What follows belongs to an exercise in optimizing a design on an open flow for small area, a short achievable clock period and few clock cycles per item; a production flow would make more cautious choices. The RTL was checked by simulation tests, not by an equivalence proof against the original design. Power figures rest on the tool's default switching activity, not on a simulated workload.

## flow/design.v (module list and top-level ports; edited modules follow where they fit)
// module running_mean_stddev: 235 lines
// module rms_add32: 215 lines
// module rms_add34: 226 lines
// module rms_add62: 413 lines
// module rms_add64: 436 lines
// module rms_add65: 440 lines
// module rms_sqacc: 646 lines
module running_mean_stddev #(
    parameter int MAX_COUNT   = 65536,
    parameter int FRAC_BITS   = 16
) (
    input  logic        aclk,
    input  logic        aresetn,
    input  logic        s_axis_tvalid,
    output logic        s_axis_tready,
    input  logic [15:0] s_axis_tdata,    
    input  logic        s_axis_tlast,
    output logic        m_axis_tvalid,
    input  logic        m_axis_tready,
    output logic [87:0] m_axis_tdata,    
    input  logic        psel,
    input  logic        penable,
    input  logic        pwrite,
    input  logic [1:0]  paddr,
    input  logic [31:0] pwdata,
    output logic [31:0] prdata,
    output logic        pready
);
  // ...
==> flow/run.sh <==
#!/bin/bash
# synth_recipe.tcl (not shown) runs the flow's synth.tcl, then flattens the netlist and writes it again
# the make line also repeats each setting of config.mk as NAME=value (left out here)
make -C /OpenROAD-flow-scripts/flow DESIGN_CONFIG=/design/flow/config.mk WORK_HOME=/design/flow/orfs CLKGATE_MAP_FILE= SYNTH_SCRIPT=/design/flow/synth_recipe.tcl finish
==> flow/config.mk <==
export PLATFORM = sky130hd
export DESIGN_NAME = running_mean_stddev
export DESIGN_NICKNAME = running_mean_stddev
export VERILOG_FILES = /design/flow/design.v
export SDC_FILE = /design/flow/constraint.sdc
export NUM_CORES = 4
export LEC_CHECK = 0
export CAP_MARGIN = 20
export CORE_MARGIN = 2
export CORE_UTILIZATION = 40
export SETUP_SLACK_MARGIN = 5
export SLEW_MARGIN = 20
==> flow/constraint.sdc <==
create_clock -name core_clock -period 11.0 [get_ports {aclk}]
set_input_delay 2.2000 -clock core_clock [delete_from_list [all_inputs] [get_ports {aclk}]]
set_output_delay 2.2000 -clock core_clock [all_outputs]
set_load 0.01 [all_outputs]
==> notes.md, run 1 <==
Status
The run finished with no timing, DRC or antenna violations.

Floorplan
The top-level I/O count is about 180. The die width is between 300 and 400 um.

Layout
Clock tree buffers and inverters occupy under 10% of the routed design's cell area. The repair_antennas step left the layout with diodes totalling 0. The total number of nets in the final design is 5384.

The library cells used most frequently in the layout, excluding fill and tap cells, are inv_1 (631), ha_1 (377), nand2_1 (370). The layout contains a multi-input combinational cell count of 3073. The largest registers in the layout are aN (64), bR (64), bP (62). The final cell count without fillers is ~6200.

The total area of multi-input combinational cells is about 26000 um^2.

Detailed routing
Wire segments on met2 add up to 51700 um in the final route. In this run the remaining antenna-violating nets after routing total 0.

Clock network
The post-CTS setup repair buffer count is 0. The quantity of gates resized following cts is 13.

Global routing
The number of global-route vias before repair is approximately 32000. In the global route stage, overall resource usage came out at between 10% and 20%. The residual overflow from global routing is 0. The met3 track utilization from global routing is around 3.0%. In the global route stage, met1 resource usage came out at between 20% and 30%.

Timing
For this run, the top clock speed supported by timing is approximately 170 MHz. Across all hold checks on the routed design, the worst slack comes to ~0.41 ns. The post-route minimum period is about 5.7 ns. In the final timing run, aggregate negative setup slack is 0 ns.

Critical path
The kind of start point of the critical path is a register. The most critical setup path has its endpoint at aN[63]$_SDFFE_PP0P_. STA classifies the critical path endpoint as a register. The worst setup path is of the reg -> reg kind. For this design, the slowest cell found on the critical path is dfxtp_4.

Synthesis
After synthesis the cells add up to about 46000 um^2. Of the total synthesized cell area, the portion taken by XOR and XNOR cells is under 10%. By area, the combinational part of the netlist is dominated by adder cells. In the synthesized netlist, the cells that appear most often are inv_1 (632), ha_1 (377), nand2_1 (372), dfxtp_1 (352), fa_1 (344).

Power
Summed over all cells, the static leakage comes to between 0.02 and 0.025 uW. Per report_power, the sequential group accounts for 22.1% of the total. The power attributed to the clock group is approximately 2700 uW. The combinational cell power is 10800 uW.

The clock network accounts for 15.3% of the total power. The net switching power of the design is about 7400 uW.

Min path
For hold timing, the worst endpoint is bL[4]$_DFF_P_. In this run the most critical hold path is launched from bL[2]$_SDFF_PN0_.

Placed design
At the end of routability-driven placement, the weighted congestion stood at about 0.87.

Run
Max-cap violations in this run came to 0.
Testbench counts, summed over its fixed seeds: cycles 12,376, items 320.
==> module running_mean_stddev, before the edit <==
module running_mean_stddev #(
    parameter int MAX_COUNT   = 65536,
    parameter int FRAC_BITS   = 16
) (
    input  logic        aclk,
    input  logic        aresetn,
    input  logic        s_axis_tvalid,
    output logic        s_axis_tready,
    input  logic [15:0] s_axis_tdata,    
    input  logic        s_axis_tlast,
    output logic        m_axis_tvalid,
    input  logic        m_axis_tready,
    output logic [87:0] m_axis_tdata,    
    input  logic        psel,
    input  logic        penable,
    input  logic        pwrite,
    input  logic [1:0]  paddr,
    input  logic [31:0] pwdata,
    output logic [31:0] prdata,
    output logic        pready
);
    localparam int CW = rms_pkg::CNT_W;
    localparam int SW = rms_pkg::SUM_W;
    localparam int QW = rms_pkg::SQ_W;
    localparam logic [2:0] A_IDLE  = 3'd0;
    localparam logic [2:0] A_PREP1 = 3'd1;
    localparam logic [2:0] A_PREP2 = 3'd2;
    localparam logic [2:0] A_RUN   = 3'd3;
    localparam logic [2:0] A_DONE  = 3'd4;
    logic mode_reg;
    always_ff @(posedge aclk) begin
        if (!aresetn) mode_reg <= 1'b0;
        else if (psel && penable && pwrite && paddr == 2'd0) mode_reg <= pwdata[0];
    end
    assign pready = 1'b1;
    assign prdata = {31'd0, mode_reg};
    logic        f0_v, f0_l, f0_m;
    logic [14:0] f0_y;         
    logic        f0_s;         
    logic        g_reg;        
    logic        rdy_reg;      
    logic        aok_reg;      
    logic [2:0]  a_st;
    logic [4:0]  a_step;
    logic        b_run, b_valid;
    logic [4:0]  b_step;
    logic acc_in, f0_hold, f0_go, a_load, b_free, a_hand;
    assign s_axis_tready = rdy_reg;
    assign acc_in  = s_axis_tvalid && rdy_reg;
    assign f0_hold = f0_v && f0_l && !aok_reg;
    assign f0_go   = f0_v && !f0_hold;
    assign a_load  = f0_go && f0_l;
    assign b_free  = !b_run && (!b_valid || m_axis_tready);
    assign a_hand  = (a_st == A_DONE) && b_free;
    logic [2:0] a_st_n;
    logic       f0_v_n, f0_l_n, b_run_n, b_valid_n, aok_n, g_n;
    always_comb begin
        a_st_n = a_st;
        unique case (a_st)
            A_IDLE:  a_st_n = A_IDLE;
            A_PREP1: a_st_n = A_PREP2;
            A_PREP2: a_st_n = A_RUN;
            A_RUN:  a_st_n = (a_step == 5'd0) ? A_DONE : A_RUN;
            A_DONE: a_st_n = a_hand ? A_IDLE : A_DONE;
            default: a_st_n = A_IDLE;
        endcase
        if (a_load) a_st_n = A_PREP1;
    end
    assign b_run_n   = a_hand || (b_run && b_step != 5'd31);
    assign b_valid_n = (b_run && b_step == 5'd31) || (b_valid && !m_axis_tready);
    assign aok_n     = (a_st_n == A_IDLE) || (a_st_n == A_DONE && !b_run_n && !b_valid_n);
    assign f0_v_n    = f0_hold || acc_in;
    assign f0_l_n    = f0_hold || s_axis_tlast;
    assign g_n       = f0_v_n && !(f0_l_n && !aok_n) && (a_load || !cnt_n[CW-1]);
    always_ff @(posedge aclk) begin
        if (!aresetn) begin
            rdy_reg <= 1'b1;
            aok_reg <= 1'b1;
            f0_v    <= 1'b0;
            g_reg   <= 1'b0;
            a_st    <= A_IDLE;
            b_run   <= 1'b0;
            b_valid <= 1'b0;
        end else begin
            rdy_reg <= !(f0_v_n && f0_l_n) || aok_n;
            aok_reg <= aok_n;
            f0_v    <= f0_v_n;
            g_reg   <= g_n;
            a_st    <= a_st_n;
            b_run   <= b_run_n;
            b_valid <= b_valid_n;
        end
    end
    always_ff @(posedge aclk) begin
        if (!f0_hold) begin
            f0_y <= s_axis_tdata[14:0] ^ {15{s_axis_tdata[15]}};
            f0_s <= s_axis_tdata[15];
            f0_l <= s_axis_tlast;
            f0_m <= mode_reg;
        end
    end
    logic [CW-1:0] cnt_reg, cnt_n;
    logic [SW-1:0] sum_reg, sum_n;
    logic [QW-1:0] acc_s, acc_c, ns, nc;
    logic          ovf_reg, ovf_n, clear;
    logic [14:0]   y_eff;
    logic          s_eff;
    assign y_eff = g_reg ? f0_y : 15'd0;
    assign s_eff = g_reg && f0_s;
    rms_add32 u_sum (.a(sum_reg), .b({{(SW-15){s_eff}}, y_eff ^ {15{s_eff}}}), .ci(1'b0), .s(sum_n));
    assign cnt_n = cnt_reg + CW'(g_reg);
    assign ovf_n = ovf_reg | (f0_go && cnt_reg[CW-1]);
    assign clear = !aresetn || a_load;
    rms_sqacc u_sq (.y(y_eff), .sgn(s_eff), .acc_s(acc_s), .acc_c(acc_c), .ns(ns), .nc(nc));
    always_ff @(posedge aclk) begin
        cnt_reg <= clear ? '0 : cnt_n;
        sum_reg <= clear ? '0 : sum_n;
        acc_s   <= clear ? '0 : ns;
        acc_c   <= clear ? '0 : nc;
        ovf_reg <= clear ? 1'b0 : ovf_n;
    end
    logic [CW-1:0] an;
    logic [SW-1:0] as;         
    logic [QW:0]   aq;         
    logic [63:0]   aN;         
    logic [33:0]   aD;
    logic          aneg, aovf, amode;
    logic          nb, mb, flip;    
    logic [31:0] an32, lzx;
    logic [4:0]  lz_hi, a_idx;
    logic [63:0] a_s64, a_r0, a_r1, a_r2, a_cs, a_cc, a_sum;
    logic [33:0] a_dsum;
    logic [CW-1:0] anm;
    logic [17:0] a_qhi;
    assign anm   = an - CW'(amode);
    assign a_qhi = {1'b0, aN[QW-1:30]} - {1'b0, anm};
    assign an32  = 32'(an);
    assign lzx   = (as ^ {SW{as[SW-1]}}) | an32;
    always_comb begin
        lz_hi = 5'd0;
        for (int i = 0; i < 32; i++) if (lzx[i]) lz_hi = 5'(i);
    end
    assign a_idx = (a_st == A_PREP2) ? a_step : a_step - 5'd1;
    assign a_s64 = {{(64-SW){as[SW-1]}}, as};
    assign a_r0  = {aN[62:0], 1'b0};
    assign a_r1  = nb ? {{(64-QW-1){aq[QW]}}, aq} : 64'd0;
    assign a_r2  = flip ? a_s64 : ~(mb ? a_s64 : 64'd0);
    assign a_cs  = a_r0 ^ a_r1 ^ a_r2;
    assign a_cc  = {((a_r0[62:0] & a_r1[62:0]) | (a_r0[62:0] & a_r2[62:0]) |
                     (a_r1[62:0] & a_r2[62:0])), !flip};
    rms_add64 u_aadd (.a(a_cs), .b(a_cc), .ci(1'b0), .s(a_sum));
    rms_add34 u_dadd (.a({aD[32:0], 1'b0}), .b(nb ? 34'(anm) : 34'd0), .ci(1'b0), .s(a_dsum));
    always_ff @(posedge aclk) begin
        if (a_load) begin
            an    <= cnt_n;
            as    <= sum_n;
            aq    <= {1'b0, ns};
            aN    <= 64'(nc[QW-1:1]);
            aovf  <= ovf_n;
            amode <= f0_m && (cnt_n >= CW'(2));
            nb    <= 1'b1;
            mb    <= 1'b0;
            flip  <= 1'b0;
        end else if (a_st == A_PREP1) begin
            aN     <= a_sum;
            aneg   <= as[SW-1];
            a_step <= lz_hi + 5'(as[SW-1]);
        end else if (a_st == A_PREP2) begin
            aq     <= {a_qhi, aN[29:0]};
            aN     <= '0;
            aD     <= '0;
            nb     <= an32[a_idx];
            mb     <= as[a_idx];
            flip   <= aneg;
        end else if (a_st == A_RUN) begin
            aN     <= a_sum;
            aD     <= a_dsum;
            a_step <= a_step - 5'd1;
            nb     <= an32[a_idx];
            mb     <= as[a_idx];
            flip   <= 1'b0;
        end
    end
    logic [64:0] bR;           
    logic [61:0] bP;
    logic [31:0] bL, bq, bZ;   
    logic [33:0] bD;
    logic [15:0] brem;
    logic [CW-1:0] bn;
    logic [1:0]  bst;
    logic        bneg;
    logic        bs, bge;
    logic [64:0] b_t, b_x1, b_x2, b_cs, b_cc;
    logic [16:0] b_rem2;
    logic [17:0] b_diff;
    logic [47:0] b_dv;
    logic [64:0] b_rsum;
    logic [61:0] b_psum;
    rms_add65 u_radd (.a(b_cs), .b(b_cc), .ci(bs), .s(b_rsum));
    rms_add62 u_padd (.a({bP[60:0], 1'b0}), .b(bs ? 62'(bD) : ~{28'd0, bD}), .ci(!bs), .s(b_psum));
    assign bs   = !bR[64];
    assign b_t  = {bR[62:0], bL[31:30]};
    assign b_x1 = {1'b0, bP, 2'b00} ^ {65{bs}};
    assign b_x2 = ~{31'd0, bD};
    assign b_cs = b_t ^ b_x1 ^ b_x2;
    assign b_cc = {((b_t[63:0] & b_x1[63:0]) | (b_t[63:0] & b_x2[63:0]) |
                    (b_x1[63:0] & b_x2[63:0])), 1'b1};
    assign b_rem2 = {brem, bZ[31]};
    assign b_diff = {1'b0, b_rem2} - {1'b0, bn};
    assign bge    = !b_diff[17];
    assign b_dv = aneg ? {~as, 16'(-an)} : {as, 16'd0};
    always_ff @(posedge aclk) begin
        bR   <= a_hand ? {{31{aN[63]}}, aN[63:30]} : b_rsum;
        bP   <= a_hand ? 62'(aD) : b_psum;
        bL   <= a_hand ? {aN[29:0], 2'b00} : {bL[29:0], 2'b00};
        brem <= a_hand ? b_dv[46:31] : (bge ? b_diff[15:0] : b_rem2[15:0]);
    end
    always_ff @(posedge aclk) begin
        if (a_hand) begin
            bD   <= aD;
            bn   <= an;
            bst  <= aovf ? rms_pkg::STATUS_OVERFLOW :
                    (an < CW'(2) ? rms_pkg::STATUS_FEW : rms_pkg::STATUS_OK);
            bneg <= aneg;
            bZ   <= {b_dv[30:0], aneg};
            b_step <= 5'd1;
        end else if (b_run) begin
            bq   <= (b_step == 5'd31) ? {bq[29:0], bs, !b_rsum[64]} : {bq[30:0], bs};
            bZ   <= {bZ[30:0], bge ^ bneg};
            b_step <= b_step + 5'd1;
        end
    end
    assign m_axis_tvalid = b_valid;
    assign m_axis_tdata  = {5'd0, bst, bn, bq, bZ};
endmodule
==> run 2: changes to the inputs <==
--- a/flow/design.v
+++ b/flow/design.v
@@ -205,7 +205,23 @@
     logic [64:0] b_rsum;
     logic [61:0] b_psum;
     rms_add65 u_radd (.a(b_cs), .b(b_cc), .ci(bs), .s(b_rsum));
-    rms_add62 u_padd (.a({bP[60:0], 1'b0}), .b(bs ? 62'(bD) : ~{28'd0, bD}), .ci(!bs), .s(b_psum));
+    logic [34:0] b_plo;
+    logic [27:0] b_pu, b_pq, b_pa;
+    logic        b_inc, b_dec;
+    rms_add35 u_padd (.a({1'b0, bP[32:0], 1'b0}), .b({1'b0, bD ^ {34{!bs}}}), .ci(!bs), .s(b_plo));
+    assign b_pu  = bP[60:33];
+    assign b_inc = bs && b_plo[34];
+    assign b_dec = !bs && !b_plo[34];
+    assign b_pq  = b_pu ^ {28{!bs}};
+    always_comb begin
+        logic [27:0] t;
+        t = {b_pq[26:0], 1'b1};
+        for (int d = 1; d < 28; d = d * 2)
+            for (int i = 27; i >= 0; i--)
+                if ((i / d) % 2 == 1) t[i] = t[i] & t[(i / d) * d - 1];
+        b_pa = t;
+    end
+    assign b_psum = {b_pu ^ (b_pa & {28{b_inc | b_dec}}), b_plo[33:0]};
     assign bs   = !bR[64];
     assign b_t  = {bR[62:0], bL[31:30]};
     assign b_x1 = {1'b0, bP, 2'b00} ^ {65{bs}};
@@ -682,13 +698,13 @@
     assign s[32] = p[32] ^ gg31;
     assign s[33] = p[33] ^ gg59;
 endmodule
-module rms_add62 (
-    input  logic [61:0] a,
-    input  logic [61:0] b,
+module rms_add35 (
+    input  logic [34:0] a,
+    input  logic [34:0] b,
     input  logic        ci,
-    output logic [61:0] s
+    output logic [34:0] s
 );
-    logic [61:0] p, g;
+    logic [34:0] p, g;
     assign p = a ^ b;
     assign g = a & b;
     logic g0c;
@@ -745,355 +761,172 @@
     assign gg16 = g[33] | (p[33] & g[32]);
     assign pp16 = p[33] & p[32];
     logic gg17, pp17;
-    assign gg17 = g[35] | (p[35] & g[34]);
-    assign pp17 = p[35] & p[34];
+    assign gg17 = gg1 | (pp1 & gg0);
+    assign pp17 = pp1 & pp0;
     logic gg18, pp18;
-    assign gg18 = g[37] | (p[37] & g[36]);
-    assign pp18 = p[37] & p[36];
+    assign gg18 = gg3 | (pp3 & gg2);
+    assign pp18 = pp3 & pp2;
     logic gg19, pp19;
-    assign gg19 = g[39] | (p[39] & g[38]);
-    assign pp19 = p[39] & p[38];
+    assign gg19 = gg5 | (pp5 & gg4);
+    assign pp19 = pp5 & pp4;
     logic gg20, pp20;
-    assign gg20 = g[41] | (p[41] & g[40]);
-    assign pp20 = p[41] & p[40];
+    assign gg20 = gg7 | (pp7 & gg6);
+    assign pp20 = pp7 & pp6;
     logic gg21, pp21;
-    assign gg21 = g[43] | (p[43] & g[42]);
-    assign pp21 = p[43] & p[42];
+    assign gg21 = gg9 | (pp9 & gg8);
+    assign pp21 = pp9 & pp8;
     logic gg22, pp22;
-    assign gg22 = g[45] | (p[45] & g[44]);
-    assign pp22 = p[45] & p[44];
+    assign gg22 = gg11 | (pp11 & gg10);
+    assign pp22 = pp11 & pp10;
     logic gg23, pp23;
-    assign gg23 = g[47] | (p[47] & g[46]);
-    assign pp23 = p[47] & p[46];
+    assign gg23 = gg13 | (pp13 & gg12);
+    assign pp23 = pp13 & pp12;
     logic gg24, pp24;
-    assign gg24 = g[49] | (p[49] & g[48]);
-    assign pp24 = p[49] & p[48];
+    assign gg24 = gg15 | (pp15 & gg14);
+    assign pp24 = pp15 & pp14;
     logic gg25, pp25;
-    assign gg25 = g[51] | (p[51] & g[50]);
-    assign pp25 = p[51] & p[50];
+    assign gg25 = gg18 | (pp18 & gg17);
+    assign pp25 = pp18 & pp17;
     logic gg26, pp26;
-    assign gg26 = g[53] | (p[53] & g[52]);
-    assign pp26 = p[53] & p[52];
+    assign gg26 = gg20 | (pp20 & gg19);
+    assign pp26 = pp20 & pp19;
     logic gg27, pp27;
-    assign gg27 = g[55] | (p[55] & g[54]);
-    assign pp27 = p[55] & p[54];
+    assign gg27 = gg22 | (pp22 & gg21);
+    assign pp27 = pp22 & pp21;
     logic gg28, pp28;
-    assign gg28 = g[57] | (p[57] & g[56]);
-    assign pp28 = p[57] & p[56];
+    assign gg28 = gg24 | (pp24 & gg23);
+    assign pp28 = pp24 & pp23;
     logic gg29, pp29;
-    assign gg29 = g[59] | (p[59] & g[58]);
-    assign pp29 = p[59] & p[58];
+    assign gg29 = gg26 | (pp26 & gg25);
+    assign pp29 = pp26 & pp25;
     logic gg30, pp30;
-    assign gg30 = g[61] | (p[61] & g[60]);
-    assign pp30 = p[61] & p[60];
+    assign gg30 = gg28 | (pp28 & gg27);
+    assign pp30 = pp28 & pp27;
     logic gg31, pp31;
-    assign gg31 = gg1 | (pp1 & gg0);
-    assign pp31 = pp1 & pp0;
+    assign gg31 = gg30 | (pp30 & gg29);
+    assign pp31 = pp30 & pp29;
     logic gg32, pp32;
-    assign gg32 = gg3 | (pp3 & gg2);
-    assign pp32 = pp3 & pp2;
+    assign gg32 = gg27 | (pp27 & gg29);
+    assign pp32 = pp27 & pp29;
     logic gg33, pp33;
-    assign gg33 = gg5 | (pp5 & gg4);
-    assign pp33 = pp5 & pp4;
+    assign gg33 = gg19 | (pp19 & gg25);
+    assign pp33 = pp19 & pp25;
     logic gg34, pp34;
-    assign gg34 = gg7 | (pp7 & gg6);
-    assign pp34 = pp7 & pp6;
+    assign gg34 = gg21 | (pp21 & gg29);
+    assign pp34 = pp21 & pp29;
     logic gg35, pp35;
-    assign gg35 = gg9 | (pp9 & gg8);
-    assign pp35 = pp9 & pp8;
+    assign gg35 = gg23 | (pp23 & gg32);
+    assign pp35 = pp23 & pp32;
     logic gg36, pp36;
-    assign gg36 = gg11 | (pp11 & gg10);
-    assign pp36 = pp11 & pp10;
+    assign gg36 = gg2 | (pp2 & gg17);
+    assign pp36 = pp2 & pp17;
     logic gg37, pp37;
-    assign gg37 = gg13 | (pp13 & gg12);
-    assign pp37 = pp13 & pp12;
+    assign gg37 = gg4 | (pp4 & gg25);
+    assign pp37 = pp4 & pp25;
     logic gg38, pp38;
-    assign gg38 = gg15 | (pp15 & gg14);
-    assign pp38 = pp15 & pp14;
+    assign gg38 = gg6 | (pp6 & gg33);
+    assign pp38 = pp6 & pp33;
     logic gg39, pp39;
-    assign gg39 = gg17 | (pp17 & gg16);
-    assign pp39 = pp17 & pp16;
+    assign gg39 = gg8 | (pp8 & gg29);
+    assign pp39 = pp8 & pp29;
     logic gg40, pp40;
-    assign gg40 = gg19 | (pp19 & gg18);
-    assign pp40 = pp19 & pp18;
+    assign gg40 = gg10 | (pp10 & gg34);
+    assign pp40 = pp10 & pp34;
     logic gg41, pp41;
-    assign gg41 = gg21 | (pp21 & gg20);
-    assign pp41 = pp21 & pp20;
+    assign gg41 = gg12 | (pp12 & gg32);
+    assign pp41 = pp12 & pp32;
     logic gg42, pp42;
-    assign gg42 = gg23 | (pp23 & gg22);
-    assign pp42 = pp23 & pp22;
+    assign gg42 = gg14 | (pp14 & gg35);
+    assign pp42 = pp14 & pp35;
     logic gg43, pp43;
-    assign gg43 = gg25 | (pp25 & gg24);
-    assign pp43 = pp25 & pp24;
+    assign gg43 = gg16 | (pp16 & gg31);
+    assign pp43 = pp16 & pp31;
     logic gg44, pp44;
-    assign gg44 = gg27 | (pp27 & gg26);
-    assign pp44 = pp27 & pp26;
+    assign gg44 = g[2] | (p[2] & gg0);
+    assign pp44 = p[2] & pp0;
     logic gg45, pp45;
-    assign gg45 = gg29 | (pp29 & gg28);
-    assign pp45 = pp29 & pp28;
+    assign gg45 = g[4] | (p[4] & gg17);
+    assign pp45 = p[4] & pp17;
     logic gg46, pp46;
-    assign gg46 = gg32 | (pp32 & gg31);
-    assign pp46 = pp32 & pp31;
+    assign gg46 = g[6] | (p[6] & gg36);
+    assign pp46 = p[6] & pp36;
     logic gg47, pp47;
-    assign gg47 = gg34 | (pp34 & gg33);
-    assign pp47 = pp34 & pp33;
+    assign gg47 = g[8] | (p[8] & gg25);
+    assign pp47 = p[8] & pp25;
     logic gg48, pp48;
-    assign gg48 = gg36 | (pp36 & gg35);
-    assign pp48 = pp36 & pp35;
+    assign gg48 = g[10] | (p[10] & gg37);
+    assign pp48 = p[10] & pp37;
     logic gg49, pp49;
-    assign gg49 = gg38 | (pp38 & gg37);
-    assign pp49 = pp38 & pp37;
+    assign gg49 = g[12] | (p[12] & gg33);
+    assign pp49 = p[12] & pp33;
     logic gg50, pp50;
-    assign gg50 = gg40 | (pp40 & gg39);
-    assign pp50 = pp40 & pp39;
+    assign gg50 = g[14] | (p[14] & gg38);
+    assign pp50 = p[14] & pp38;
     logic gg51, pp51;
-    assign gg51 = gg42 | (pp42 & gg41);
-    assign pp51 = pp42 & pp41;
+    assign gg51 = g[16] | (p[16] & gg29);
+    assign pp51 = p[16] & pp29;
     logic gg52, pp52;
-    assign gg52 = gg44 | (pp44 & gg43);
-    assign pp52 = pp44 & pp43;
+    assign gg52 = g[18] | (p[18] & gg39);
+    assign pp52 = p[18] & pp39;
     logic gg53, pp53;
-    assign gg53 = gg47 | (pp47 & gg46);
-    assign pp53 = pp47 & pp46;
+    assign gg53 = g[20] | (p[20] & gg34);
+    assign pp53 = p[20] & pp34;
     logic gg54, pp54;
-    assign gg54 = gg49 | (pp49 & gg48);
-    assign pp54 = pp49 & pp48;
+    assign gg54 = g[22] | (p[22] & gg40);
+    assign pp54 = p[22] & pp40;
     logic gg55, pp55;
-    assign gg55 = gg51 | (pp51 & gg50);
-    assign pp55 = pp51 & pp50;
+    assign gg55 = g[24] | (p[24] & gg32);
+    assign pp55 = p[24] & pp32;
     logic gg56, pp56;
-    assign gg56 = gg54 | (pp54 & gg53);
-    assign pp56 = pp54 & pp53;
+    assign gg56 = g[26] | (p[26] & gg41);
+    assign pp56 = p[26] & pp41;
     logic gg57, pp57;
-    assign gg57 = gg55 | (pp55 & gg56);
-    assign pp57 = pp55 & pp56;
+    assign gg57 = g[28] | (p[28] & gg35);
+    assign pp57 = p[28] & pp35;
     logic gg58, pp58;
-    assign gg58 = gg48 | (pp48 & gg53);
-    assign pp58 = pp48 & pp53;
+    assign gg58 = g[30] | (p[30] & gg42);
+    assign pp58 = p[30] & pp42;
     logic gg59, pp59;
-    assign gg59 = gg50 | (pp50 & gg56);
-    assign pp59 = pp50 & pp56;
+    assign gg59 = g[32] | (p[32] & gg31);
+    assign pp59 = p[32] & pp31;
     logic gg60, pp60;
-    assign gg60 = gg52 | (pp52 & gg57);
-    assign pp60 = pp52 & pp57;
-    logic gg61, pp61;
-    assign gg61 = gg33 | (pp33 & gg46);
-    assign pp61 = pp33 & pp46;
-    logic gg62, pp62;
-    assign gg62 = gg35 | (pp35 & gg53);
-    assign pp62 = pp35 & pp53;
-    logic gg63, pp63;
-    assign gg63 = gg37 | (pp37 & gg58);
-    assign pp63 = pp37 & pp58;
-    logic gg64, pp64;
-    assign gg64 = gg39 | (pp39 & gg56);
-    assign pp64 = pp39 & pp56;
-    logic gg65, pp65;
-    assign gg65 = gg41 | (pp41 & gg59);
-    assign pp65 = pp41 & pp59;
-    logic gg66, pp66;
-    assign gg66 = gg43 | (pp43 & gg57);
-    assign pp66 = pp43 & pp57;
-    logic gg67, pp67;
-    assign gg67 = gg45 | (pp45 & gg60);
-    assign pp67 = pp45 & pp60;
-    logic gg68, pp68;
-    assign gg68 = gg2 | (pp2 & gg31);
-    assign pp68 = pp2 & pp31;
-    logic gg69, pp69;
-    assign gg69 = gg4 | (pp4 & gg46);
-    assign pp69 = pp4 & pp46;
-    logic gg70, pp70;
-    assign gg70 = gg6 | (pp6 & gg61);
-    assign pp70 = pp6 & pp61;
-    logic gg71, pp71;
-    assign gg71 = gg8 | (pp8 & gg53);
-    assign pp71 = pp8 & pp53;
-    logic gg72, pp72;
-    assign gg72 = gg10 | (pp10 & gg62);
-    assign pp72 = pp10 & pp62;
-    logic gg73, pp73;
-    assign gg73 = gg12 | (pp12 & gg58);
-    assign pp73 = pp12 & pp58;
-    logic gg74, pp74;
-    assign gg74 = gg14 | (pp14 & gg63);
-    assign pp74 = pp14 & pp63;
-    logic gg75, pp75;
-    assign gg75 = gg16 | (pp16 & gg56);
-    assign pp75 = pp16 & pp56;
-    logic gg76, pp76;
-    assign gg76 = gg18 | (pp18 & gg64);
-    assign pp76 = pp18 & pp64;
-    logic gg77, pp77;
-    assign gg77 = gg20 | (pp20 & gg59);
-    assign pp77 = pp20 & pp59;
-    logic gg78, pp78;
-    assign gg78 = gg22 | (pp22 & gg65);
-    assign pp78 = pp22 & pp65;
-    logic gg79, pp79;
-    assign gg79 = gg24 | (pp24 & gg57);
-    assign pp79 = pp24 & pp57;
-    logic gg80, pp80;
-    assign gg80 = gg26 | (pp26 & gg66);
-    assign pp80 = pp26 & pp66;
-    logic gg81, pp81;
-    assign gg81 = gg28 | (pp28 & gg60);
-    assign pp81 = pp28 & pp60;
-    logic gg82, pp82;
-    assign gg82 = gg30 | (pp30 & gg67);
-    assign pp82 = pp30 & pp67;
-    logic gg83, pp83;
-    assign gg83 = g[2] | (p[2] & gg0);
-    assign pp83 = p[2] & pp0;
-    logic gg84, pp84;
-    assign gg84 = g[4] | (p[4] & gg31);
-    assign pp84 = p[4] & pp31;
-    logic gg85, pp85;
-    assign gg85 = g[6] | (p[6] & gg68);
-    assign pp85 = p[6] & pp68;
-    logic gg86, pp86;
-    assign gg86 = g[8] | (p[8] & gg46);
-    assign pp86 = p[8] & pp46;
-    logic gg87, pp87;
-    assign gg87 = g[10] | (p[10] & gg69);
-    assign pp87 = p[10] & pp69;
-    logic gg88, pp88;
-    assign gg88 = g[12] | (p[12] & gg61);
-    assign pp88 = p[12] & pp61;
-    logic gg89, pp89;
-    assign gg89 = g[14] | (p[14] & gg70);
-    assign pp89 = p[14] & pp70;
-    logic gg90, pp90;
-    assign gg90 = g[16] | (p[16] & gg53);
-    assign pp90 = p[16] & pp53;
-    logic gg91, pp91;
-    assign gg91 = g[18] | (p[18] & gg71);
-    assign pp91 = p[18] & pp71;
-    logic gg92, pp92;
-    assign gg92 = g[20] | (p[20] & gg62);
-    assign pp92 = p[20] & pp62;
-    logic gg93, pp93;
-    assign gg93 = g[22] | (p[22] & gg72);
-    assign pp93 = p[22] & pp72;
-    logic gg94, pp94;
-    assign gg94 = g[24] | (p[24] & gg58);
-    assign pp94 = p[24] & pp58;
-    logic gg95, pp95;
-    assign gg95 = g[26] | (p[26] & gg73);
-    assign pp95 = p[26] & pp73;
-    logic gg96, pp96;
-    assign gg96 = g[28] | (p[28] & gg63);
-    assign pp96 = p[28] & pp63;
-    logic gg97, pp97;
-    assign gg97 = g[30] | (p[30] & gg74);
-    assign pp97 = p[30] & pp74;
-    logic gg98, pp98;
-    assign gg98 = g[32] | (p[32] & gg56);
-    assign pp98 = p[32] & pp56;
-    logic gg99, pp99;
-    assign gg99 = g[34] | (p[34] & gg75);
-    assign pp99 = p[34] & pp75;
-    logic gg100, pp100;
-    assign gg100 = g[36] | (p[36] & gg64);
-    assign pp100 = p[36] & pp64;
-    logic gg101, pp101;
-    assign gg101 = g[38] | (p[38] & gg76);
-    assign pp101 = p[38] & pp76;
-    logic gg102, pp102;
-    assign gg102 = g[40] | (p[40] & gg59);
-    assign pp102 = p[40] & pp59;
-    logic gg103, pp103;
-    assign gg103 = g[42] | (p[42] & gg77);
-    assign pp103 = p[42] & pp77;
-    logic gg104, pp104;
-    assign gg104 = g[44] | (p[44] & gg65);
-    assign pp104 = p[44] & pp65;
-    logic gg105, pp105;
-    assign gg105 = g[46] | (p[46] & gg78);
-    assign pp105 = p[46] & pp78;
-    logic gg106, pp106;
-    assign gg106 = g[48] | (p[48] & gg57);
-    assign pp106 = p[48] & pp57;
-    logic gg107, pp107;
-    assign gg107 = g[50] | (p[50] & gg79);
-    assign pp107 = p[50] & pp79;
-    logic gg108, pp108;
-    assign gg108 = g[52] | (p[52] & gg66);
-    assign pp108 = p[52] & pp66;
-    logic gg109, pp109;
-    assign gg109 = g[54] | (p[54] & gg80);
-    assign pp109 = p[54] & pp80;
-    logic gg110, pp110;
-    assign gg110 = g[56] | (p[56] & gg60);
-    assign pp110 = p[56] & pp60;
-    logic gg111, pp111;
-    assign gg111 = g[58] | (p[58] & gg81);
-    assign pp111 = p[58] & pp81;
-    logic gg112, pp112;
-    assign gg112 = g[60] | (p[60] & gg67);
-    assign pp112 = p[60] & pp67;
+    assign gg60 = g[34] | (p[34] & gg43);
+    assign pp60 = p[34] & pp43;
     assign s[0] = p[0] ^ ci;
     assign s[1] = p[1] ^ g0c;
     assign s[2] = p[2] ^ gg0;
-    assign s[3] = p[3] ^ gg83;
-    assign s[4] = p[4] ^ gg31;
-    assign s[5] = p[5] ^ gg84;
-    assign s[6] = p[6] ^ gg68;
-    assign s[7] = p[7] ^ gg85;
-    assign s[8] = p[8] ^ gg46;
-    assign s[9] = p[9] ^ gg86;
-    assign s[10] = p[10] ^ gg69;
-    assign s[11] = p[11] ^ gg87;
-    assign s[12] = p[12] ^ gg61;
-    assign s[13] = p[13] ^ gg88;
-    assign s[14] = p[14] ^ gg70;
-    assign s[15] = p[15] ^ gg89;
-    assign s[16] = p[16] ^ gg53;
-    assign s[17] = p[17] ^ gg90;
-    assign s[18] = p[18] ^ gg71;
-    assign s[19] = p[19] ^ gg91;
-    assign s[20] = p[20] ^ gg62;
-    assign s[21] = p[21] ^ gg92;
-    assign s[22] = p[22] ^ gg72;
-    assign s[23] = p[23] ^ gg93;
-    assign s[24] = p[24] ^ gg58;
-    assign s[25] = p[25] ^ gg94;
-    assign s[26] = p[26] ^ gg73;
-    assign s[27] = p[27] ^ gg95;
-    assign s[28] = p[28] ^ gg63;
-    assign s[29] = p[29] ^ gg96;
-    assign s[30] = p[30] ^ gg74;
-    assign s[31] = p[31] ^ gg97;
-    assign s[32] = p[32] ^ gg56;
-    assign s[33] = p[33] ^ gg98;
-    assign s[34] = p[34] ^ gg75;
-    assign s[35] = p[35] ^ gg99;
-    assign s[36] = p[36] ^ gg64;
-    assign s[37] = p[37] ^ gg100;
-    assign s[38] = p[38] ^ gg76;
-    assign s[39] = p[39] ^ gg101;
-    assign s[40] = p[40] ^ gg59;
-    assign s[41] = p[41] ^ gg102;
-    assign s[42] = p[42] ^ gg77;
-    assign s[43] = p[43] ^ gg103;
-    assign s[44] = p[44] ^ gg65;
-    assign s[45] = p[45] ^ gg104;
-    assign s[46] = p[46] ^ gg78;
-    assign s[47] = p[47] ^ gg105;
-    assign s[48] = p[48] ^ gg57;
-    assign s[49] = p[49] ^ gg106;
-    assign s[50] = p[50] ^ gg79;
-    assign s[51] = p[51] ^ gg107;
-    assign s[52] = p[52] ^ gg66;
-    assign s[53] = p[53] ^ gg108;
-    assign s[54] = p[54] ^ gg80;
-    assign s[55] = p[55] ^ gg109;
-    assign s[56] = p[56] ^ gg60;
-    assign s[57] = p[57] ^ gg110;
-    assign s[58] = p[58] ^ gg81;
-    assign s[59] = p[59] ^ gg111;
-    assign s[60] = p[60] ^ gg67;
-    assign s[61] = p[61] ^ gg112;
+    assign s[3] = p[3] ^ gg44;
+    assign s[4] = p[4] ^ gg17;
+    assign s[5] = p[5] ^ gg45;
+    assign s[6] = p[6] ^ gg36;
+    assign s[7] = p[7] ^ gg46;
+    assign s[8] = p[8] ^ gg25;
+    assign s[9] = p[9] ^ gg47;
+    assign s[10] = p[10] ^ gg37;
+    assign s[11] = p[11] ^ gg48;
+    assign s[12] = p[12] ^ gg33;
+    assign s[13] = p[13] ^ gg49;
+    assign s[14] = p[14] ^ gg38;
+    assign s[15] = p[15] ^ gg50;
+    assign s[16] = p[16] ^ gg29;
+    assign s[17] = p[17] ^ gg51;
+    assign s[18] = p[18] ^ gg39;
+    assign s[19] = p[19] ^ gg52;
+    assign s[20] = p[20] ^ gg34;
+    assign s[21] = p[21] ^ gg53;
+    assign s[22] = p[22] ^ gg40;
+    assign s[23] = p[23] ^ gg54;
+    assign s[24] = p[24] ^ gg32;
+    assign s[25] = p[25] ^ gg55;
+    assign s[26] = p[26] ^ gg41;
+    assign s[27] = p[27] ^ gg56;
+    assign s[28] = p[28] ^ gg35;
+    assign s[29] = p[29] ^ gg57;
+    assign s[30] = p[30] ^ gg42;
+    assign s[31] = p[31] ^ gg58;
+    assign s[32] = p[32] ^ gg31;
+    assign s[33] = p[33] ^ gg59;
+    assign s[34] = p[34] ^ gg43;
 endmodule
 module rms_add64 (
     input  logic [63:0] a,
--- a/flow/config.mk
+++ b/flow/config.mk
@@ -5,8 +5,10 @@
 export SDC_FILE = /design/flow/constraint.sdc
 export NUM_CORES = 4
 export LEC_CHECK = 0
+export ABC_AREA = 1
 export CAP_MARGIN = 20
 export CORE_MARGIN = 2
-export CORE_UTILIZATION = 40
+export CORE_UTILIZATION = 50
+export PLACE_DENSITY = 0.7
 export SETUP_SLACK_MARGIN = 5
 export SLEW_MARGIN = 20
==> run 2 against run 1 <==
Effect of this change:
- worst setup slack improved by 0.14 ns
- still clean
- register-to-register slack improved by 0.14 ns
- sequential power grew 2%
- synthesized area shrank 2.7%
- largest cell class unchanged
- design area down 3.6%
==> notes.md, run 2 <==
Status
Status: timing/DRC/antenna clean (unchanged).

Detailed routing
The detail-routed via count per cell is 5.17 (was 5.12). The routed wirelength normalized by instance count is 16.7 um (was 17.9 um). The number of nets with antenna violations after detailed routing was 0 (unchanged). The count of TritonRoute iterations in the first routing pass came to 5 (unchanged).

The final routed DRC violation total is 0 (unchanged). The first-iteration detailed-routing DRC count is 2176 (was 1865). The total number of vias is 31700 (was 31600). The total wirelength of the detailed-routed design is 103000 um (was 110000 um).

Timing
The upper clock frequency limit was 179 MHz (was 174 MHz). The share of the cycle needed by the critical path after routing is 50.9% (was 52.1%). The number of failing setup endpoints in the final timing report came to 0 (unchanged). The max-slew violation count is 0 (unchanged). The relative slew slack was 29.5% (was 32.5%). The setup total negative slack came to 0 ns (unchanged). Unrepaired setup endpoints after global routing: yes (unchanged). The post-route minimum period is 5.59 ns (was 5.73 ns). The post-layout worst setup margin is 5.41 ns (was 5.27 ns). The final worst clock skew is 0.0346 ns (was 0.0307 ns).

The slew at the pin closest to its max-slew limit came to 1.06 ns (was 1.01 ns). The count of endpoints failing hold in the final timing report is 0 (unchanged).

Layout
Top library cells by usage in the layout, fill and taps aside: inv_1 (960), nand2_1 (595), nor2_1 (407) (was inv_1 (631), ha_1 (377), nand2_1 (370)). The total number of nets in the final design is 5647 (was 5384). The layout overhead on the synthesized area came to 10.1% (was 11.1%). The register cell area after layout is 16700 um^2 (about the same). The area of all placed cells without fillers is 49100 um^2 (was 51000 um^2).

The number of fill cells in the layout was 7814 (was 10900). The share of final-layout standard cells stronger than drive strength 1 is 4.81% (was 5.31%). Top flop regs: aN (64), bR (64), bP (62) (unchanged).

The most common cell after layout, fill and taps aside is inv_1 (unchanged). The antenna diode instance count is 0 (unchanged). The total area of multi-input combinational cells is 23600 um^2 (was 26000 um^2).

Floorplan
The placeable core region was 88400 um^2 (was 114000 um^2). The die width is 303 um (was 343 um). The overall die area is 91700 um^2 (was 117000 um^2).

The row count was 109 (was 124). The top-level I/O count is 181 (unchanged). The die outline height is 303 um (was 343 um). The initial core utilization is 50.5% (was 40.2%).

Synthesis
The cell with the most instances after synthesis was inv_1 (unchanged). The number of distinct standard cells referenced by the synthesized netlist is 66 (was 95). The synthesis warning total is 1 (unchanged). The most common flop cell mapped by yosys is dfxtp_1 (unchanged). The sequential element share of the synthesized area is 37.3% (was 36.3%). The number of flops mapped to enable cells by yosys is 320 (unchanged). The biggest area consumer among synthesized cells is edfxtp_1 (unchanged). The area of the mapped netlist came to 44600 um^2 (was 45900 um^2). Top cells by instance count after synthesis: inv_1 (961), nand2_1 (600), nor2_1 (408), o21ai_0 (356), dfxtp_1 (352) (was inv_1 (632), ha_1 (377), nand2_1 (372), dfxtp_1 (352), fa_1 (344)). The cell count after synthesis is 4846 (was 4594). Cells taking the most area after synthesis: edfxtp_1 (22%), dfxtp_1 (16%), fa_1 (15%), ha_1 (9.8%), inv_1 (8.1%) (was edfxtp_1 (21%), dfxtp_1 (15%), fa_1 (15%), ha_1 (10%), inv_1 (5.2%)). The post-synthesis async set-or-reset flop share came to 0% (unchanged).

The per-instance average area after synthesis is 9.21 um^2 (was 9.99 um^2). The share of Yosys cell area claimed by the top area cell type came to 21.5% (was 20.9%). The number of synthesized register bits was 672 (unchanged).

Min path
The launch point of the worst hold path is bL[22]$_DFF_P_ (was bL[2]$_SDFF_PN0_). The class of the worst hold path was reg -> reg (unchanged).

Critical path
The startpoint of the most critical register-to-register path is flip$_SDFFE_PP0P_ (was nb$_SDFFE_PP1P_). The cell occurring most often along the worst timing path was nand2_1 (was xnor2_1). The slowest stage cell on the critical path is fa_1 (was dfxtp_4). The kind of start point of the critical path is a register (unchanged).

The data arrival time of the critical path is 6.08 ns (was 6.20 ns). The largest delay contributor family on the critical path is compound AO/OA/AOI/OAI gates (unchanged). The critical-path maximum fanout is 34 (was 40). The launching instance or port of the critical path is flip$_SDFFE_PP0P_ (was nb$_SDFFE_PP1P_).

The class of the most critical setup path is reg -> reg (unchanged). The endpoint class of the critical path is a register (unchanged). The delay of the slowest critical-path stage is 0.49 ns (was 0.60 ns). The buffers plus inverters on the worst setup path is 4 (was 2). The critical path required time is 11.49 ns (was 11.47 ns).

Power
The power density normalized to cell area is 342 nW/um^2 (was 339 nW/um^2). The leakage power of the design is 0.0222 uW (was 0.0231 uW). The fraction of power consumed by combinational cells is 62.1% (was 62.5%). The fraction of power spent switching nets was 44.2% (was 42.8%). The clock share of power is 14.7% (was 15.3%).

The net switching power of the design is 7420 uW (was 7390 uW). The total internal power is 9370 uW (was 9900 uW). The share of total power in sequential cells is 23.2% (was 22.1%).

The worst ir drop on vdd came to 361 uV (was 166 uV).

Clock network
The TritonCTS clock tree was built (unchanged). The clock slew seen by the registers of the worst setup and hold paths is 0.07 ns (about the same). The buffer cell driving the clock tree root is clkbuf_16 (unchanged).

The number of buffers added by the clock tree synthesis step is 73 (was 76). The count of clock tree sinks is 672 (unchanged). The clock network latency to the later pin of the worst-skew pair is 0.65 ns (about the same).

The number of buffers on the longest clock path was 3 (unchanged). The number of H-tree levels came to 3 (unchanged). The post-CTS setup repair buffer count is 0 (unchanged).

Placed design
The placement-stage cell area is 46700 um^2 (was 48300 um^2). The worst setup timing slack at the placement stage is 4.74 ns (was 4.30 ns). The quantity of I/O buffers inserted on ports is 112 (unchanged). The placed wire-length estimate came to 76300 um (was 81100 um). The global placement routability congestion came to 0.945 (was 0.869).

Global routing
The number of global-route vias before repair was 31900 (was 32200). The residual overflow from global routing was 0 (unchanged). The largest net degree at the start of global routing came to 100 (was 95). The wire length of the first global-routing pass is 165000 um (was 177000 um). The overall fraction of global-route tracks in use is 22.7% (was 18.9%). The initial antenna violation count is 0 (unchanged).

Run
The max-capacitance violation count is 0 (unchanged).
==> run 2: changes by cell type in the layout (fill, tap and decap cells not counted), moves of 31 or more <==
cell,change
inv_1,+329
nand2_1,+225
and3_1,-221
nor2_1,+191
o21ai_0,+100
a21o_1,-87
and2_1,-49
nor2b_1,-46
o22ai_1,+43
nand2b_1,-33
nor3_1,-32
mux2_2,-31
==> run 2: routing by layer <==
metal / global-route usage, % / share of wire [%] / vias to the layer above
li1: - / - / 15500
met1: 29.7 / 43 / 15300
met2: 39.1 / 49 / 705
met3: 2.88 / 4.5 / 201
met4: 7.67 / 3.3 / 0
met5: 0 / 0 / -
==> run 2: power groups by stage <==
stage	clock [uW]	sequential, uW	combinational, uW
final	2470	3900	10400
after detailed placement	0	3950	10300
after global routing	2600	3960	12000
after floorplan	0	3800	8190
after global placement	0	3930	10000
after CTS	2510	3900	10500
==> run 2: cells by family (layout without fill, tap and decap cells) <==
| logic type | count (synthesis) | in the layout | synth area share [%] |
|---|---|---|---|
| simple gates | 1218 | 1218 | 11.3 |
| buf+inv | 1158 | 1246 | 10.2 |
| compound gates | 785 | 785 | 10.1 |
| fa+ha+maj | 680 | 680 | 24.6 |
| flops | 672 | 672 | 37.3 |
| xor+xnor | 331 | 331 | 6.49 |
| other cells | 2 | 37 | 0.0168 |
==> run 2: final timing paths <==
check | endpoint | slack [ns] | cells after the start
worst max-delay path | aN[63]$_SDFFE_PP0P_ | 5.41 | 27
worst min-delay path | bL[24]$_DFF_P_ | 0.43 | 2
worst max register to register | aN[63]$_SDFFE_PP0P_ | 5.41 | 27
worst min register to register | bL[24]$_DFF_P_ | 0.43 | 2
==> run 2: timing repair <==
action / 4_1_cts / 5_1_grt
gates cloned: 0 / 0
gates resized for setup: 1 / 6
pin swaps: 0 / 0
endpoints found under the setup margin: 6 / 15
hold buffers: 0 / 0
==> run 2: through the flow <==
stage               util [%]  hold slack, ns  total power, uW  std cells
global placement        52.8           0.410            13900       5998
finish                  55.6           0.428            16800       6134
global route            55.6           0.458            18600       6134
floorplan                  -           0.406            12000       4881
detailed placement      52.8           0.416            14300       5998
CTS                     55.5           0.429            16900       6133
==> run 2: worst register-to-register path: stages (launching register included) <==
cell and delay (ns):
dfxtp_1 0.31, buf_4 0.33, inv_1 0.21, nand2_8 0.21
o21ai_0 0.15, fa_1 0.49, fa_1 0.42, inv_1 0.07
a31o_2 0.17, a31oi_1 0.13, o21ai_1 0.28, a21oi_2 0.15
o21ai_2 0.24, a21oi_4 0.11, o21ai_2 0.31, a21oi_4 0.15
o21ai_2 0.19, a21oi_2 0.11, o21ai_1 0.25, nand2_1 0.09
nand2_1 0.10, a31oi_1 0.11, fa_1 0.44, xor2_1 0.15
inv_1 0.07, nand2_1 0.05, nand2_1 0.06, o22ai_1 0.06
==> run 2: layout make-up <==
cell class / instances / area share (%)
clock buffer: 101 / 4.22
clock inverter: 34 / 0.616
inverter: 971 / 7.43
timing repair buffer: 140 / 2.74
sequential: 672 / 33.9
tap: 1165 / 2.97
multi-input combinational: 3051 / 48.1
Testbench counts of run 2, summed over its fixed seeds: cycles 12,376, items 320.
==> run 3: changes to the inputs <==
--- a/flow/config.mk
+++ b/flow/config.mk
@@ -9,6 +9,6 @@
 export CAP_MARGIN = 20
 export CORE_MARGIN = 2
 export CORE_UTILIZATION = 50
-export PLACE_DENSITY = 0.7
+export CTS_CLUSTER_SIZE = 30
 export SETUP_SLACK_MARGIN = 5
 export SLEW_MARGIN = 20
==> run 3 against run 2 <==
Effect of this change:
- sequential power about the same
- maximum frequency increased by 2.0%
- worst hold slack got worse by 0.011 ns
- cell count increased by 0.23%
- synthesized area unchanged
- non-clock buffer count increased by 2
- register-to-register slack improved by 0.11 ns
==> notes.md, run 3 <==
Status
Status: timing/DRC/antenna clean (unchanged).

Global routing
The residual overflow from global routing is 0 (unchanged). The largest net degree at the start of global routing is 109 (was 100). The number of global-route vias before repair is 31200 (was 31900). The overall fraction of global-route tracks in use was 23.3% (was 22.7%). The wire length of the first global-routing pass is 168000 um (was 165000 um).

The initial antenna violation count was 0 (unchanged).

Clock network
The number of buffers on the longest clock path is 3 (unchanged). The clock slew seen by the registers of the worst setup and hold paths is 0.06 ns (was 0.07 ns). The count of hold-fix buffers inserted at cts was 0 (unchanged). The number of H-tree levels is 3 (unchanged). The count of clock tree sinks is 672 (unchanged). The buffer cell driving the clock tree root was clkbuf_16 (unchanged).

The clock network latency to the later pin of the worst-skew pair came to 0.64 ns (was 0.65 ns). The number of buffers added by the clock tree synthesis step is 80 (was 73). The TritonCTS clock tree is built (unchanged).

Detailed routing
The number of nets with antenna violations after detailed routing came to 0 (unchanged). The first-iteration detailed-routing DRC count is 1931 (was 2176). The detail-routed via count per cell came to 5.06 (was 5.17). The count of TritonRoute iterations in the first routing pass is 5 (unchanged). The total number of vias is 31100 (was 31700).

The total wirelength of the detailed-routed design was 104000 um (was 103000 um). The final routed DRC violation total came to 0 (unchanged). The routed wirelength normalized by instance count is 16.9 um (was 16.7 um).

Min path
The number of instances on the worst hold path is 2 (unchanged). The worst min-delay path endpoint was bL[23]$_DFF_P_ (was bL[24]$_DFF_P_). The class of the worst hold path was reg -> reg (unchanged). The launch point of the worst hold path is bL[21]$_DFF_P_ (was bL[22]$_DFF_P_).

Timing
The final worst clock skew is 0.0301 ns (was 0.0346 ns). The max-slew violation count is 0 (unchanged). The slew at the pin closest to its max-slew limit is 1.03 ns (was 1.06 ns). The count of endpoints failing hold in the final timing report is 0 (unchanged).

The number of failing setup endpoints in the final timing report is 0 (unchanged). The upper clock frequency limit is 182 MHz (was 179 MHz). The post-route minimum period is 5.49 ns (was 5.59 ns). The share of the cycle needed by the critical path after routing is 49.9% (was 50.9%). The setup total negative slack came to 0 ns (unchanged). Unrepaired setup endpoints after global routing: no (was yes).

The relative slew slack was 31.3% (was 29.5%).

Critical path
The critical path required time is 11.50 ns (was 11.49 ns). The launching instance or port of the critical path is flip$_SDFFE_PP0P_ (unchanged). The delay of the slowest critical-path stage is 0.53 ns (was 0.49 ns). The critical-path maximum fanout was 34 (unchanged). The data arrival time of the critical path is 5.99 ns (was 6.08 ns). The reg2reg setup slack is 5.51 ns (was 5.41 ns). The class of the most critical setup path is reg -> reg (unchanged).

The cell occurring most often along the worst timing path is nand2_1 (unchanged). The slowest stage cell on the critical path was fa_1 (unchanged). The kind of start point of the critical path is a register (unchanged). The startpoint of the most critical register-to-register path is flip$_SDFFE_PP0P_ (unchanged).

The endpoint class of the critical path is a register (unchanged). The worst reg-to-reg path cell count is 28 (was 27). The reg-to-reg endpoint is aN[63]$_SDFFE_PP0P_ (unchanged).

Placed design
The placed wire-length estimate is 78500 um (was 76300 um). The global placement routability congestion is 0.864 (was 0.945). The quantity of I/O buffers inserted on ports is 112 (unchanged). The placement-stage cell area was 46700 um^2 (about the same).

Power
The power density normalized to cell area is 342 nW/um^2 (about the same). The leakage power of the design was 0.0224 uW (was 0.0222 uW). The fraction of power spent switching nets came to 43.7% (was 44.2%).

The share of total power in sequential cells came to 23.0% (was 23.2%). The worst ir drop on vdd is 365 uV (was 361 uV). The net switching power of the design came to 7380 uW (was 7420 uW). The fraction of power consumed by combinational cells is 61.4% (was 62.1%). The total internal power is 9500 uW (was 9370 uW).

The clock share of power was 15.6% (was 14.7%).

Layout
The antenna diode instance count is 0 (unchanged). Top library cells by usage in the layout, fill and taps aside: inv_1 (959), nand2_1 (595), nor2_1 (407) (was inv_1 (960), nand2_1 (595), nor2_1 (407)). Top flop regs: aN (64), bR (64), bP (62) (unchanged). The share of final-layout standard cells stronger than drive strength 1 came to 5.00% (was 4.81%). The total number of nets in the final design was 5656 (was 5647).

The area of all placed cells without fillers came to 49400 um^2 (was 49100 um^2). The number of fill cells in the layout was 8037 (was 7814). The register cell area after layout is 16700 um^2 (about the same). The most common cell after layout, fill and taps aside was inv_1 (unchanged).

The layout overhead on the synthesized area is 10.6% (was 10.1%). The total area of multi-input combinational cells is 23600 um^2 (about the same).

Floorplan
The placeable core region was 88400 um^2 (unchanged). The die outline height is 303 um (unchanged). The initial core utilization is 50.5% (unchanged).

The top-level I/O count is 181 (unchanged). The die width is 303 um (unchanged). The row count is 109 (unchanged). The overall die area is 91700 um^2 (unchanged).

Synthesis
The post-synthesis async set-or-reset flop share is 0% (unchanged). The synthesis warning total is 1 (unchanged). The number of distinct standard cells referenced by the synthesized netlist was 66 (unchanged). The biggest area consumer among synthesized cells is edfxtp_1 (unchanged). The cell count after synthesis came to 4846 (unchanged).

The number of flops mapped to enable cells by yosys is 320 (unchanged). The area of the mapped netlist is 44600 um^2 (unchanged). Cells taking the most area after synthesis: edfxtp_1 (22%), dfxtp_1 (16%), fa_1 (15%), ha_1 (9.8%), inv_1 (8.1%) (unchanged). Top cells by instance count after synthesis: inv_1 (961), nand2_1 (600), nor2_1 (408), o21ai_0 (356), dfxtp_1 (352) (unchanged). The share of Yosys cell area claimed by the top area cell type is 21.5% (unchanged). The sequential element share of the synthesized area is 37.3% (unchanged). The most common flop cell mapped by yosys is dfxtp_1 (unchanged). The number of synthesized register bits is 672 (unchanged). The per-instance average area after synthesis was 9.21 um^2 (unchanged). The cell with the most instances after synthesis was inv_1 (unchanged).

Run
The max-capacitance violation count is 0 (unchanged).
[run 3: cell counts after synthesis]
Identical to the previous run, type by type.
[run 3: stage by stage]
step                      utilization, %  power, uW  instances  hold WS (ns)  worst slack, ns
after floorplan                        -      12000       4881         0.406             5.24
after global placement              52.8      14100       5997         0.414             4.61
after detailed placement            52.9      14300       5998         0.416             4.61
after CTS                           55.8      17100       6145         0.424             5.12
after global routing                55.9      18800       6148         0.449             5.02
final                               55.9      16900       6148         0.418             5.51
[run 3: area by class of cell]
cell class | count | share of cell area [%]
clock buffer | 117 | 4.64
clock inverter | 30 | 0.580
inverter | 971 | 7.39
multi-input combinational | 3051 | 47.9
sequential | 672 | 33.7
tap | 1165 | 2.95
timing repair buffer | 142 | 2.81
[run 3: cell families (layout without fill, tap and decap cells)]
family,count (synthesis),in the layout,share of synthesized area (%)
buffers and inverters,1158,1260,10.2
adders and majority gates,680,680,24.6
DFF,672,672,37.3
xor gates and xnor gates,331,331,6.49
AOI/OAI and AO/OA,785,785,10.1
and+or+nand+nor,1218,1218,11.3
other,2,37,0.0168
[run 3: worst max-delay path by stage]
stage,to
after floorplan,aN[63]$_SDFFE_PP0P_
after global placement,aN[63]$_SDFFE_PP0P_
after detailed placement,aN[63]$_SDFFE_PP0P_
after CTS,aN[63]$_SDFFE_PP0P_
after global routing,aD[33]$_SDFFCE_PP0P_
final,aN[63]$_SDFFE_PP0P_
[run 3: power by group through the flow]
stage	sequential, uW	combinational [uW]	clock (uW)
finish	3890	10400	2620
global route	3960	12100	2770
CTS	3900	10500	2680
detailed placement	3950	10400	0
global placement	3940	10200	0
floorplan	3800	8190	0
[run 3: repair_timing]
action	CTS	global route
resized for setup	2	7
cloned	0	0
setup endpoints to repair	10	8
setup buffers	0	2
[run 3: worst max-delay path, delay by kind of cell, from the launching register on]
kind / cells / cell delay (ns)
AO/OA/AOI/OAI: 14 / 2.68
adder cells (fa/ha/maj): 3 / 1.06
XOR/XNOR: 1 / 0.15
AND/OR/NAND/NOR: 6 / 0.58
flip-flops: 1 / 0.32
buffers and inverters: 4 / 0.54
[run 3: metal layers]
| metal | vias up | GRT usage [%] | part of all wire (%) | wire length [um] |
|---|---|---|---|---|
| li1 | 15500 | - | - | - |
| met1 | 14900 | 31.8 | 45 | 47200 |
| met2 | 560 | 39.5 | 48 | 50400 |
| met3 | 158 | 2.84 | 3.9 | 4020 |
| met4 | 0 | 5.84 | 2.5 | 2610 |
| met5 | - | 0 | 0 | 0 |
==> run 4: changes to the inputs <==
--- a/flow/config.mk
+++ b/flow/config.mk
@@ -9,6 +9,6 @@
 export CAP_MARGIN = 20
 export CORE_MARGIN = 2
 export CORE_UTILIZATION = 50
-export CTS_CLUSTER_SIZE = 30
+export CTS_CLUSTER_SIZE = 40
 export SETUP_SLACK_MARGIN = 5
 export SLEW_MARGIN = 20
==> run 4 against run 3 <==
Effect of this change:
- register-to-register slack about the same
- first-iteration DRC count stayed put
- synthesized area unchanged
- sequential cell count stayed put
- non-clock buffer count stayed put
- sequential share of layout area is the same
- synthesized cell count did not move
- design area unchanged
- maximum frequency unchanged
- critical path type unchanged
==> notes.md, run 4 <==
Status
Status: timing/DRC/antenna clean (unchanged).

Synthesis
The per-instance average area after synthesis was 9.21 um^2 (unchanged). The synthesized-area fraction occupied by ao, oa, aoi and oai cells was 10.1% (unchanged). The post-synthesis async set-or-reset flop share is 0% (unchanged). The number of distinct standard cells referenced by the synthesized netlist is 66 (unchanged). The number of synthesized register bits is 672 (unchanged). The multiplexer fraction of the synthesized cell area is 0% (unchanged).

The biggest area consumer among synthesized cells was edfxtp_1 (unchanged). The fraction of the mapped netlist area in adder cells was 24.6% (unchanged). The area of the mapped netlist is 44600 um^2 (unchanged). Top cells by instance count after synthesis: inv_1 (961), nand2_1 (600), nor2_1 (408), o21ai_0 (356), dfxtp_1 (352) (unchanged).

The sequential element share of the synthesized area is 37.3% (unchanged). Cells taking the most area after synthesis: edfxtp_1 (22%), dfxtp_1 (16%), fa_1 (15%), ha_1 (9.8%), inv_1 (8.1%) (unchanged). The synthesis warning total is 1 (unchanged). The most common flop cell mapped by yosys is dfxtp_1 (unchanged). The main combinational cell family by area after synthesis is adder cells (unchanged). The cell with the most instances after synthesis was inv_1 (unchanged). The number of flops mapped to enable cells by yosys was 320 (unchanged).

The xor and xnor fraction of the mapped netlist area came to 6.49% (unchanged). The share of Yosys cell area claimed by the top area cell type is 21.5% (unchanged). The cell count after synthesis is 4846 (unchanged). The simple logic cell fraction of the synthesized area is 11.3% (unchanged).

Layout
Top library cells by usage in the layout, fill and taps aside: inv_1 (959), nand2_1 (595), nor2_1 (407) (unchanged). The layout overhead on the synthesized area is 10.6% (unchanged). The most common cell after layout, fill and taps aside is inv_1 (unchanged).

The antenna diode instance count was 0 (unchanged). The share of final-layout standard cells stronger than drive strength 1 is 5.00% (unchanged). The area of all placed cells without fillers came to 49400 um^2 (unchanged). The total number of nets in the final design is 5656 (unchanged). Top flop regs: aN (64), bR (64), bP (62) (unchanged).

Critical path
The class of the most critical setup path is reg -> reg (unchanged). The launching instance or port of the critical path is flip$_SDFFE_PP0P_ (unchanged). The endpoint class of the critical path is a register (unchanged).

The cell occurring most often along the worst timing path is nand2_1 (unchanged). The reg2reg setup slack came to 5.51 ns (about the same). The worst setup path endpoint is aN[63]$_SDFFE_PP0P_ (unchanged). The critical-path maximum fanout is 34 (unchanged).

The worst reg-to-reg path cell count is 28 (unchanged). The data arrival time of the critical path is 5.99 ns (about the same). The startpoint of the most critical register-to-register path is flip$_SDFFE_PP0P_ (unchanged). The delay of the slowest critical-path stage is 0.53 ns (about the same). The critical path required time was 11.50 ns (about the same).

The kind of start point of the critical path is a register (unchanged). The slowest stage cell on the critical path is fa_1 (unchanged). The reg-to-reg endpoint was aN[63]$_SDFFE_PP0P_ (unchanged).

Detailed routing
The routed wirelength normalized by instance count is 16.9 um (unchanged). The total number of vias is 31100 (unchanged). The first-iteration detailed-routing DRC count is 1931 (unchanged). The count of TritonRoute iterations in the first routing pass is 5 (unchanged). The detail-routed via count per cell is 5.06 (unchanged). The total wirelength of the detailed-routed design is 104000 um (unchanged). The number of nets with antenna violations after detailed routing is 0 (unchanged). The final routed DRC violation total is 0 (unchanged).

Timing
The number of failing setup endpoints in the final timing report is 0 (unchanged). The post-route minimum period is 5.49 ns (unchanged). The final worst clock skew is 0.0301 ns (unchanged).

The upper clock frequency limit is 182 MHz (unchanged). The share of the cycle needed by the critical path after routing is 49.9% (unchanged). The setup total negative slack came to 0 ns (unchanged).

The max-slew violation count came to 0 (unchanged). Unrepaired setup endpoints after global routing: no (unchanged). The count of endpoints failing hold in the final timing report is 0 (unchanged). The slew at the pin closest to its max-slew limit came to 1.03 ns (unchanged).

The relative slew slack is 31.3% (unchanged).

Floorplan
The row count is 109 (unchanged). The placeable core region is 88400 um^2 (unchanged). The top-level I/O count is 181 (unchanged). The die width is 303 um (unchanged). The die outline height is 303 um (unchanged). The initial core utilization is 50.5% (unchanged). The overall die area is 91700 um^2 (unchanged).

Power
The leakage power of the design was 0.0224 uW (unchanged). The worst ir drop on vdd is 365 uV (unchanged). The power density normalized to cell area came to 342 nW/um^2 (unchanged).

Placed design
The quantity of I/O buffers inserted on ports came to 112 (unchanged). The global placement routability congestion is 0.864 (unchanged). The placed wire-length estimate was 78500 um (unchanged). The placement-stage cell area is 46700 um^2 (unchanged).

Global routing
The number of global-route vias before repair was 31200 (unchanged). The wire length of the first global-routing pass is 168000 um (unchanged). The overall fraction of global-route tracks in use is 23.3% (unchanged).

The initial antenna violation count was 0 (unchanged). The residual overflow from global routing was 0 (unchanged). The largest net degree at the start of global routing is 109 (unchanged).

Clock network
The number of buffers on the longest clock path came to 3 (unchanged). The number of buffers added by the clock tree synthesis step is 80 (unchanged). The clock network latency to the later pin of the worst-skew pair is 0.64 ns (about the same). The count of clock tree sinks is 672 (unchanged). The TritonCTS clock tree is built (unchanged).

The buffer cell driving the clock tree root is clkbuf_16 (unchanged). The clock slew seen by the registers of the worst setup and hold paths is 0.06 ns (about the same). The number of H-tree levels is 3 (unchanged).

Min path
The class of the worst hold path was reg -> reg (unchanged).

Run
The max-capacitance violation count is 0 (unchanged).
## run 4: cell counts after synthesis
Identical to the previous run, type by type.
## run 4: routing by layer
metal / GRT usage [%] / vias up / routed length [um] / share of wire [%]
met5: 0 / - / 0 / 0
met4: 5.84 / 0 / 2610 / 2.5
met3: 2.84 / 158 / 4020 / 3.9
met2: 39.5 / 560 / 50400 / 48
met1: 31.8 / 14900 / 47200 / 45
li1: - / 15500 / - / -
## run 4: worst min-delay path by stage
| stage | start | endpoint | slack, ns | cells after the start |
|---|---|---|---|---|
| 2_1_floorplan | bL[8]$_DFF_P_ | bL[10]$_DFF_P_ | 0.41 | 2 |
| 3_3_place_gp | bL[22]$_DFF_P_ | bL[24]$_DFF_P_ | 0.41 | 2 |
| 3_5_place_dp | bL[20]$_DFF_P_ | bL[22]$_DFF_P_ | 0.42 | 2 |
| 4_1_cts | bL[21]$_DFF_P_ | bL[23]$_DFF_P_ | 0.42 | 2 |
| 5_1_grt | bL[3]$_SDFF_PN0_ | bL[5]$_DFF_P_ | 0.45 | 2 |
| 6_report | bL[21]$_DFF_P_ | bL[23]$_DFF_P_ | 0.42 | 2 |
## run 4: worst max-delay path: cells and delay by family (launching register included)
kind	cells	cell delay, ns
buffers and inverters	4	0.54
AO/OA/AOI/OAI	14	2.68
XOR/XNOR	1	0.15
flip-flops	1	0.32
AND/OR/NAND/NOR	6	0.58
adder cells (fa/ha/maj)	3	1.06
## run 4: cell families after synthesis
group,count (synthesis)
other cells,2
fa+ha+maj,680
compound gates,785
simple gates,1218
flops,672
xor+xnor,331
buf+inv,1158
## run 4: final cells by class
class                           instances  area, um^2
Tap cell                             1165        1460
Multi-Input combinational cell       3051       23600
Inverter                              971        3650
Sequential cell                       672       16700
Clock buffer                          117        2290
Clock inverter                         30         287
Timing Repair Buffer                  142        1390
Fill cell                            8037       39000
## run 4: stage by stage
stage	instances	setup WS, ns	utilization (%)	hold slack [ns]	total power [uW]
finish	6148	5.51	55.9	0.418	16900
global route	6148	5.02	55.9	0.449	18800
CTS	6145	5.12	55.8	0.424	17100
detailed placement	5998	4.61	52.9	0.416	14300
global placement	5997	4.61	52.8	0.414	14100
floorplan	4881	5.24	-	0.406	12000
## run 4: power breakdown
part | internal, uW | switching, uW | total, uW
Sequential | 3530 | 362 | 3890
Clock | 1540 | 1080 | 2620
Combinational | 4430 | 5930 | 10400
## run 4: repair_timing
item / 4_1_cts / 5_1_grt
resized for setup: 2 / 7
pin swaps: 0 / 0
hold buffers: 0 / 0
setup buffers: 0 / 2
endpoints found under the setup margin: 10 / 8

[separate check: timing with driven ports]
The flow's constraints put no driver on any port. The routed layouts listed below were extracted and timed again, unchanged, in two steps.
Step 1, drivers: a clkbuf_16 drives aclk and a buf_2 each remaining input, both assumed.
Step 2 times the ports against the registers' clock, not the clock port: input delays grow and output delays shrink by t, the midpoint of the rising clock arrivals with the driver on.
Slacks: no drivers / after step 1 / after step 2; pairs: no drivers / after step 1.
run	t, ns	slack for setup (ns)	hold slack, ns
run 1	0.705	5.268 / 5.268 / 4.758	0.412 / 0.412 / 0.412
run 2	0.702	5.406 / 5.406 / 5.379	0.428 / 0.428 / 0.428
run 3	0.690	5.515 / 5.515 / 5.290	0.418 / 0.418 / 0.418
run 4	0.690	5.515 / 5.515 / 5.290	0.418 / 0.418 / 0.418
After both steps every run listed still meets setup and hold. For run 1, which loses most, drivers alone change the setup slack by 0.000 ns; drivers and shift together by -0.510 ns.
